This is an optimization exercise on Yosys and OpenROAD, whose aim is small area, not a production implementation.
Power figures rest on the tool's default switching activity, not on a simulated workload.

## red
## wr_in_top
module wr_in_top (
	input  logic                                S_CLK,
	input  logic                                S_RESET_N,
	input  logic [wr_in_pkg::ID_BITS-1:0]       awid,
	input  logic [wr_in_pkg::ADR_BITS-1:0]      awaddr,
	input  logic [wr_in_pkg::LEN_BITS-1:0]      awlen,
	input  logic                                awvalid,
	output logic                                awready,
	input  logic [wr_in_pkg::DATA_BITS-1:0]     wdata,
	input  logic [wr_in_pkg::STRB_BITS-1:0]     wstrb,
	input  logic                                wlast,
	input  logic                                wvalid,
	output logic                                wready,
	output logic [wr_in_pkg::ID_BITS-1:0]       bid,
	output logic [1:0]                          bresp,
	output logic                                bvalid,
	input  logic                                bready,
	input  logic                                adr_fifo_full,
	output logic                                adr_fifo_wren,
	output logic [wr_in_pkg::ADR_REC_BITS-1:0]  adr_fifo_wdata,
  ...
Size in the first run: roughly 1,600 cells after synthesis.
export LEC_CHECK = 0
export CAP_MARGIN = 20
export CORE_AREA = 2 2 468 158
export DIE_AREA = 0 0 470 160
export SLEW_MARGIN = 20
create_clock -name core_clock -period 7.0 [get_ports {S_CLK}]
standard.sh (not shown) runs the stock make flow with config.mk's settings and CLKGATE_MAP_FILE= SYNTH_SCRIPT=/design/flow/synth_recipe.tcl, a recipe that flattens the netlist after the stock synthesis.
==> flow/flow/run.sh <==
#!/bin/bash
# Standard ORFS layout with two changes: the port buffers are the smallest
# buffer cell rather than the 10 um2 delay buffer buffer_ports picks, and the
# clock tree is built without dummy balancing loads and with larger sink
# clusters than the default. Constant outputs share the tie cells synthesis
# made instead of getting one tie cell each.
set -euo pipefail
export BUFFER_PORTS_ARGS="-buffer_cell sky130_fd_sc_hd__buf_1"
export SKIP_REPAIR_TIE_FANOUT=1
export CTS_ARGS="-sink_clustering_enable -repair_clock_nets -dont_use_dummy_load -sink_clustering_size 24 -sink_clustering_max_diameter 60"
bash standard.sh > standard_make.log 2>&1
Modified inputs, blue compared to red
--- a/flow/flow/run.sh
+++ b/flow/flow/run.sh
@@ -5,2 +5 @@
-# clusters than the default. Constant outputs share the tie cells synthesis
-# made instead of getting one tie cell each.
+# clusters than the default.
@@ -9 +7,0 @@
-export SKIP_REPAIR_TIE_FANOUT=1
==> run notes <==
Looking at final instance area, blue sits about 1% higher than red does. Going from red to blue, via count of the first global-routing pass grows by 63. From red to blue, number of cells traversed by the worst hold path did not move at all. Non-clock buffer count (lower): red. Going from red to blue, number of clock buffers in the layout shrinks by 1. In blue, arrival time of the worst setup path is lower than in red. Taking red as the reference, in blue sum of net half-perimeters after detailed placement saw an increase, total chip power now larger, final critical delay including setup and external delays fell by 0.16 ns, worst stage delay on the critical path shows an increase of 0.03 ns. Re proportion of synthesized chip area in sequential cells: no difference whatsoever between red and blue.
> inputs changed (blue -> green)
--- a/flow/flow/run.sh
+++ b/flow/flow/run.sh
@@ -8 +8 @@
-export CTS_ARGS="-sink_clustering_enable -repair_clock_nets -dont_use_dummy_load -sink_clustering_size 24 -sink_clustering_max_diameter 60"
+export CTS_ARGS="-sink_clustering_enable -repair_clock_nets -dont_use_dummy_load -sink_clustering_size 30 -sink_clustering_max_diameter 60"
==> run notes <==
Compared with blue, in green clock skew after layout saw an increase; final cycle utilization of the critical path went up; clock transition at the register clock pins on the worst setup and hold paths after CTS held steady.
Relative to green, the following input files were edited for orange:
# green
export LEC_CHECK = 0
export CAP_MARGIN = 20
export CORE_AREA = 2 2 468 158
export DIE_AREA = 0 0 470 160
export SLEW_MARGIN = 20
create_clock -name core_clock -period 7.0 [get_ports {S_CLK}]
# orange
export LEC_CHECK = 0
export CAP_MARGIN = 20
export CORE_AREA = 2 2 258 158
export DIE_AREA = 0 0 260 160
export SLEW_MARGIN = 20
create_clock -name core_clock -period 7.0 [get_ports {S_CLK}]
--- a/flow/flow/run.sh
+++ b/flow/flow/run.sh
@@ -5 +5,2 @@
-# clusters than the default.
+# clusters than the default. Constant outputs share the tie cells synthesis
+# made instead of getting one tie cell each.
@@ -8 +9,3 @@
-export CTS_ARGS="-sink_clustering_enable -repair_clock_nets -dont_use_dummy_load -sink_clustering_size 30 -sink_clustering_max_diameter 60"
+export SKIP_REPAIR_TIE_FANOUT=1
+export PLACE_PINS_ARGS="-min_distance 1 -min_distance_in_tracks"
+export CTS_ARGS="-sink_clustering_enable -repair_clock_nets -dont_use_dummy_load -sink_clustering_size 24 -sink_clustering_max_diameter 60"
[summary]
Diff green..orange | power dissipated in sequential cells | negligible. green consumes less power than orange. orange has final instance count without filler cells below what green had. Summary of orange over green: count of clock-buffer cells in the layout has increased; clock slew at the register clock pins of the worst setup and hold paths now smaller; combinational power fell by about 1%; design area moved down; global-route total usage across every layer climbed 11 points.
No run of this note included a check of the RTL's function; only the layout flow was run.

[separate check: timing with driven ports]
No port has a modelled driver above. Below, the same layouts with a new extraction and two added sets of constraints.
Step 1 (the two cells are an assumption about what drives the block):
set clk [get_ports {S_CLK}]
set_driving_cell -lib_cell sky130_fd_sc_hd__clkbuf_16 $clk
set_driving_cell -lib_cell sky130_fd_sc_hd__buf_2 [delete_from_list [all_inputs] $clk]
Step 2 times the ports against the registers' clock, not the clock port: input delays grow and output delays shrink by t, the midpoint of the rising clock arrivals with the driver on.
Three values: no drivers, after step 1, after step 2; two values: the first two.
run	t, ns	setup slack, ns	hold WS [ns]	worst setup path after step 2	worst register clock-pin slew, ns
red	0.639	1.881 / 1.825 / 2.463	0.402 / 0.402 / 0.402	register to output	0.10 / 0.10
blue	0.630	2.041 / 1.985 / 2.615	0.403 / 0.403 / 0.403	register to output	0.10 / 0.10
green	0.628	2.027 / 1.968 / 2.596	0.393 / 0.393 / 0.393	register to output	0.12 / 0.12
orange	0.567	2.079 / 2.022 / 2.589	0.424 / 0.424 / 0.424	register to output	0.10 / 0.10
After both steps every run listed still meets setup and hold.
